This is an optimization exercise on Yosys and OpenROAD, whose aim is small area, a short achievable clock period and few clock cycles per item, not a production implementation. At most, simulation tests tie the RTL to the original design; equivalence was not proved. No activity file was given, so power comes from the tool's default toggle rates.

run E:
Design int8_vector_l2_norm, start of the top module:
module int8_vector_l2_norm
(
  input  logic        clk_i,
  input  logic        rst_ni,
  input  logic        in_valid,
  output logic        in_ready,
  input  logic [7:0]  in_sample_0,
  input  logic [7:0]  in_sample_1,
  input  logic [7:0]  in_sample_2,
  input  logic [7:0]  in_sample_3,
  input  logic [7:0]  in_sample_4,
  input  logic [7:0]  in_sample_5,
  input  logic [7:0]  in_sample_6,
  input  logic [7:0]  in_sample_7,
  input  logic [3:0]  in_lane_count,
  input  logic        in_last,
  output logic        out_valid,
  input  logic        out_ready,
  output logic [38:0] out_sum_of_squares,
  output logic [27:0] out_norm_fixed,
  output logic        out_overflow
);
  logic [LANES-1:0][SAMPLE_W-1:0] samples, mag;
  logic [LANE_CNT_W-1:0]          lanes_clamped;
  logic                           accept, in_ready_q, in_ready_d;
  logic [LANES-1:0][SAMPLE_W-1:0] a_mag_q;
  logic [LANE_CNT_W-1:0]          a_lanes_q, b1_lanes_q, b2_lanes_q, b3_lanes_q;
  logic                           a_valid_q, b1_valid_q, b2_valid_q, b3_valid_q;
  logic                           a_last_q, b1_last_q, b2_last_q, b3_last_q;
  logic                           a_lastv_d;
  logic [SSQ_W-1:0]               ssq;
  logic                           avail, free, fin_d, hold_d, idle_d;
  logic [SUM_W-1:0]               fin_sum;
  logic                           fin_ovf;
  logic [5:0]                     owe;
  logic                           owe_le1, owe_eq2;
  assign samples = {in_sample_7, in_sample_6, in_sample_5, in_sample_4,
  ...
Size: about 2500 cells after synthesis, ~140 I/O pins.
make LEC_CHECK=0 ABC_CLOCK_PERIOD_IN_PS=2700 CAP_MARGIN=20 CORE_MARGIN=2 CORE_UTILIZATION=40 SETUP_SLACK_MARGIN=3.8 SLEW_MARGIN=20 finish   # period 6.5 ns
run.sh (not shown) runs the stock make flow with config.mk's settings and CLKGATE_MAP_FILE= SYNTH_SCRIPT=/design/flow/synth_recipe.tcl, a recipe that flattens the netlist after the stock synthesis.
Inputs modified between run E and run B:
# run E
export LEC_CHECK = 0
export ABC_CLOCK_PERIOD_IN_PS = 2700
export CAP_MARGIN = 20
export CORE_MARGIN = 2
export CORE_UTILIZATION = 40
export SETUP_SLACK_MARGIN = 3.8
export SLEW_MARGIN = 20
create_clock -name core_clock -period 6.5 [get_ports {clk_i}]
# run B
export LEC_CHECK = 0
export ABC_CLOCK_PERIOD_IN_PS = 2700
export CAP_MARGIN = 20
export CORE_MARGIN = 2
export CORE_UTILIZATION = 60
export SETUP_SLACK_MARGIN = 3.8
export SLEW_MARGIN = 20
create_clock -name core_clock -period 6.5 [get_ports {clk_i}]
Notes after the runs:
Total power shrinks slightly when moving from run E to run B.
Length of routed met2 wiring of run E is on par with run B.
Relative to run E, the maximum achievable frequency measured on run B has decreased slightly.
First-pass GRT wire length improves in run B relative to run E.
Diff run E -> run B | fill cell total of the finished layout | down by more than a quarter
[run B vs run E] post-layout minimum cycle time: higher in run B
Routed wire in run B totals less than in run E.
No functional check of the RTL was part of any run of this note.

---

Another version of the RTL of int8_vector_l2_norm (not shown whole).
Size: about 2,400 cells after synthesis, about 450 flip-flops.
// int8_vector_l2_norm
module int8_vector_l2_norm
(
  input  logic        clk_i,
  input  logic        rst_ni,
  input  logic        in_valid,
  output logic        in_ready,
  input  logic [7:0]  in_sample_0,
  input  logic [7:0]  in_sample_1,
  input  logic [7:0]  in_sample_2,
  input  logic [7:0]  in_sample_3,
  input  logic [7:0]  in_sample_4,
  input  logic [7:0]  in_sample_5,
  input  logic [7:0]  in_sample_6,
  input  logic [7:0]  in_sample_7,
  input  logic [3:0]  in_lane_count,
  input  logic        in_last,
  output logic        out_valid,
  input  logic        out_ready,
  output logic [38:0] out_sum_of_squares,
  output logic [27:0] out_norm_fixed,
  output logic        out_overflow
);
clock: 6.5 ns
lec_check: 0
cap_margin: 20
core_margin: 2
core_utilization: 60
cts_buf_list: sky130_fd_sc_hd__clkbuf_8
setup_slack_margin: 4.0
slew_margin: 20
synth_hierarchical: 1
synth_minimum_keep_size: 0
standard.sh (not shown) runs the stock make flow with config.mk's settings and CLKGATE_MAP_FILE= SYNTH_SCRIPT=/design/flow/synth_recipe.tcl, a recipe that flattens the netlist after the stock synthesis.
==> flow/flow/run.sh <==
#!/bin/bash
# The standard layout (the standard.sh, unchanged synthesis and steps), with the port
# buffers that global placement inserts made from the plain buffer family (sky130_fd_sc_hd__buf_1,
# which repair may upsize) instead of the tool's default pick, a delay buffer.
set -euo pipefail
export BUFFER_PORTS_ARGS="-buffer_cell sky130_fd_sc_hd__buf_1"
bash standard.sh > standard.log 2>&1
The first run completed without violations.
Testbench counts at the start, summed over its fixed seeds: cycles 29,715, vectors 1,600.
Change:
--- a/flow/config.mk
+++ b/flow/config.mk
@@ -10,5 +10,5 @@
 export CORE_UTILIZATION = 60
 export CTS_BUF_LIST = sky130_fd_sc_hd__clkbuf_8
-export SETUP_SLACK_MARGIN = 4.0
+export SETUP_SLACK_MARGIN = 3.7
 export SLEW_MARGIN = 20
 export SYNTH_HIERARCHICAL = 1
Result: The changed run ran to the end with no violations. Global-route usage drops by 0.72 points. Routed wire length drops by about 6%. Total power drops by about 9%. Setup slack improved by 6.7 ps. Die area does not change.
Change:
--- a/flow/config.mk
+++ b/flow/config.mk
@@ -10,5 +10,5 @@
 export CORE_UTILIZATION = 60
 export CTS_BUF_LIST = sky130_fd_sc_hd__clkbuf_8
-export SETUP_SLACK_MARGIN = 3.7
+export SETUP_SLACK_MARGIN = 3.8
 export SLEW_MARGIN = 20
 export SYNTH_HIERARCHICAL = 1
After rerunning:
- via count goes up by 2.3%
- area after synthesis stays the same
- power came out higher by 1.9%
Change:
--- a/flow/config.mk
+++ b/flow/config.mk
@@ -9,5 +9,6 @@
 export CORE_MARGIN = 2
 export CORE_UTILIZATION = 60
-export CTS_BUF_LIST = sky130_fd_sc_hd__clkbuf_8
+export CTS_BUF_LIST = sky130_fd_sc_hd__clkbuf_16
+export CTS_CLUSTER_SIZE = 40
 export SETUP_SLACK_MARGIN = 3.8
 export SLEW_MARGIN = 20
Setup slack gets worse by 12 ps.
Non-clock buffer count rises by 10.
Utilization is about the same.
Total power rises by 0.68%.
Synthesized area stays the same.
Count of clock-buffer cells in the layout came out lower by 40.
Via count shrinks by 0.39%.
Change:
--- a/flow/config.mk
+++ b/flow/config.mk
@@ -8,7 +8,6 @@
 export CAP_MARGIN = 20
 export CORE_MARGIN = 2
-export CORE_UTILIZATION = 60
-export CTS_BUF_LIST = sky130_fd_sc_hd__clkbuf_16
-export CTS_CLUSTER_SIZE = 40
+export CORE_UTILIZATION = 70
+export CTS_BUF_LIST = sky130_fd_sc_hd__clkbuf_8
 export SETUP_SLACK_MARGIN = 3.8
 export SLEW_MARGIN = 20
Effect: The new run completed with no timing, DRC or antenna violations. Core utilization rose by 12 points. Maximum frequency fell by 2.3%. Routed wire length rose by 1.1%. Global-route usage rose by 4.7 points. Cell count fell by 0.82%. Design area rose by 0.33%. Sequential share of layout area fell by 0.16 points. Synthesized area is unchanged. Count of clock-buffer cells in the layout rose by 43.
Change:
--- a/flow/config.mk
+++ b/flow/config.mk
@@ -8,7 +8,7 @@
 export CAP_MARGIN = 20
 export CORE_MARGIN = 2
-export CORE_UTILIZATION = 70
+export CORE_UTILIZATION = 60
 export CTS_BUF_LIST = sky130_fd_sc_hd__clkbuf_8
-export SETUP_SLACK_MARGIN = 3.8
+export SETUP_SLACK_MARGIN = 3.5
 export SLEW_MARGIN = 20
 export SYNTH_HIERARCHICAL = 1
The changed run went through all stages and came out clean.
Sequential share of layout area rose by 0.50 points.
Clock skew rose by 11 ps.
Via count fell by about 4%.
Fmax fell by 4.8%.
Non-clock buffer count fell by 58.
Die area rose by 16%.
Final cell count rose by 0.82%.
Synthesized cell count stays the same.
Final area fell by 2.8%.
Register-to-register slack degrades by 140 ps.
Combinational power fell by 12%.

---

int8_vector_l2_norm, a different RTL version from the one above (not shown whole).
Size: ~2500 cells after synthesis, roughly 140 I/O pins, roughly 25000 um^2 of cells after synthesis.
==> flow/design.v (excerpt) <==
module int8_vector_l2_norm
(
  input  logic        clk_i,
  input  logic        rst_ni,
  input  logic        in_valid,
  output logic        in_ready,
  input  logic [7:0]  in_sample_0,
  input  logic [7:0]  in_sample_1,
  input  logic [7:0]  in_sample_2,
  input  logic [7:0]  in_sample_3,
  input  logic [7:0]  in_sample_4,
  input  logic [7:0]  in_sample_5,
  input  logic [7:0]  in_sample_6,
  input  logic [7:0]  in_sample_7,
  input  logic [3:0]  in_lane_count,
  input  logic        in_last,
  output logic        out_valid,
  input  logic        out_ready,
  output logic [38:0] out_sum_of_squares,
  output logic [27:0] out_norm_fixed,
  output logic        out_overflow
);
  logic [LANES-1:0][SAMPLE_W-1:0] samples, mag;
  logic [LANE_CNT_W-1:0]          lanes_clamped;
  logic                           accept, in_ready_q, in_ready_d;
  logic [LANES-1:0][SAMPLE_W-1:0] a_mag_q;
  logic [LANE_CNT_W-1:0]          a_lanes_q, b1_lanes_q, b2_lanes_q;
  logic                           a_valid_q, b1_valid_q, b2_valid_q;
  logic                           a_last_q, b1_last_q, b2_last_q;
  logic                           a_lastv_d;
  logic [SSQ_W-1:0]               ssq;
  logic                           avail, free, fin_d, hold_d, idle_d;
  logic [SUM_W-1:0]               fin_sum;
  logic                           fin_ovf;
  logic [2:0]                     owed_d;
  assign samples = {in_sample_7, in_sample_6, in_sample_5, in_sample_4,
                    in_sample_3, in_sample_2, in_sample_1, in_sample_0};
  assign accept        = in_valid && in_ready_q;
  assign lanes_clamped = (in_lane_count > 4'd8) ? 4'd8 : in_lane_count;
  for (genvar k = 0; k < LANES; k++) begin : g_mag
    assign mag[k] = (in_lane_count <= 4'(k)) ? 8'd0 :
                    samples[k][7] ? 8'(-samples[k]) : samples[k];
  end
  assign a_lastv_d = accept && in_last;
  assign owed_d    = 3'(a_lastv_d) + 3'(a_valid_q && a_last_q) + 3'(b1_valid_q && b1_last_q)
                   + 3'(fin_d) + 3'(hold_d);
  assign in_ready_d = (owed_d <= 3'd1) || (owed_d == 3'd2 && idle_d);
  assign idle_d    = free && !avail;
  always_ff @(posedge clk_i or negedge rst_ni) begin
    if (!rst_ni) begin
      in_ready_q <= 1'b1;
      a_valid_q  <= 1'b0;
      b1_valid_q <= 1'b0;
      b2_valid_q <= 1'b0;
  ...
Settings: LEC_CHECK=0, ABC_CLOCK_PERIOD_IN_PS=3000, CAP_MARGIN=20, CORE_MARGIN=2, CORE_UTILIZATION=40, SLEW_MARGIN=20; clock period 6.5 ns.
run.sh (not shown) runs the stock make flow with config.mk's settings and CLKGATE_MAP_FILE= SYNTH_SCRIPT=/design/flow/synth_recipe.tcl, a recipe that flattens the netlist after the stock synthesis.
Stock flow here: none of the scripts above is used.
Next try:
Settings changed: SETUP_SLACK_MARGIN from default to 3.5.
After rerunning: Cell area increases by 5.5%. Utilization increases by 2.6 points. Routed wire length increases by 6.1%. Via count increases by 3.5%. Fmax increases by 22%. Die area does not change. Clock-buffer cell count increases by 3. Global-route usage increases by 0.67 points. Worst setup slack gets better by 0.75 ns. Non-clock buffer count increases by 77.
Function was not checked in any run of this note: the RTL went through the layout flow alone.

[afterwards: timing with drivers on the ports]
Ports are ideal in the flow. The routed layouts listed here were re-timed in OpenROAD. Step 1 sets driving cells, clkbuf_16 on the clock port and buf_2 on the other inputs (assumed; they add their load-dependent delay and slew). Step 2, shift: input delay + t, output delay - t, t = (earliest + latest rising clock arrival at the registers) / 2. This alone moves slack from input paths to output paths. a / b / c = ideal / step 1 / step 2; a / b = the first two.
| run | shift t [ns] | setup WS [ns] | slew at the worst register clock pin (ns) | worst slew at a driven data input, ns |
|---|---|---|---|---|
| run E | 0.641 | 3.182 / 3.182 / 3.182 | 0.06 / 0.06 | 0.04 |
| run B | 0.629 | 3.132 / 3.132 / 3.132 | 0.06 / 0.06 | 0.04 |
| the first run of note 2 | 0.700 | 3.757 / 3.757 / 3.403 | 0.07 / 0.07 | 0.05 |
| the second run of note 2 | 0.696 | 3.764 / 3.764 / 3.247 | 0.06 / 0.06 | 0.08 |
| the third run of note 2 | 0.695 | 3.813 / 3.813 / 3.277 | 0.07 / 0.07 | 0.07 |
| the fourth run of note 2 | 0.641 | 3.800 / 3.800 / 3.322 | 0.07 / 0.07 | 0.08 |
| the fifth run of note 2 | 0.677 | 3.738 / 3.695 / 3.348 | 0.07 / 0.07 | 0.04 |
| the sixth run of note 2 | 0.693 | 3.599 / 3.599 / 3.017 | 0.08 / 0.08 | 0.08 |
| the first run of note 3 | 0.623 | 2.308 / 2.308 / 2.170 | 0.07 / 0.07 | 0.05 |
| the second run of note 3 | 0.619 | 3.056 / 3.056 / 3.020 | 0.07 / 0.07 | 0.05 |
After both steps every run listed still meets setup and hold. The setup slack of the sixth run of note 2, which loses most, moves by 0.000 ns with the drivers and by -0.582 ns with both steps.
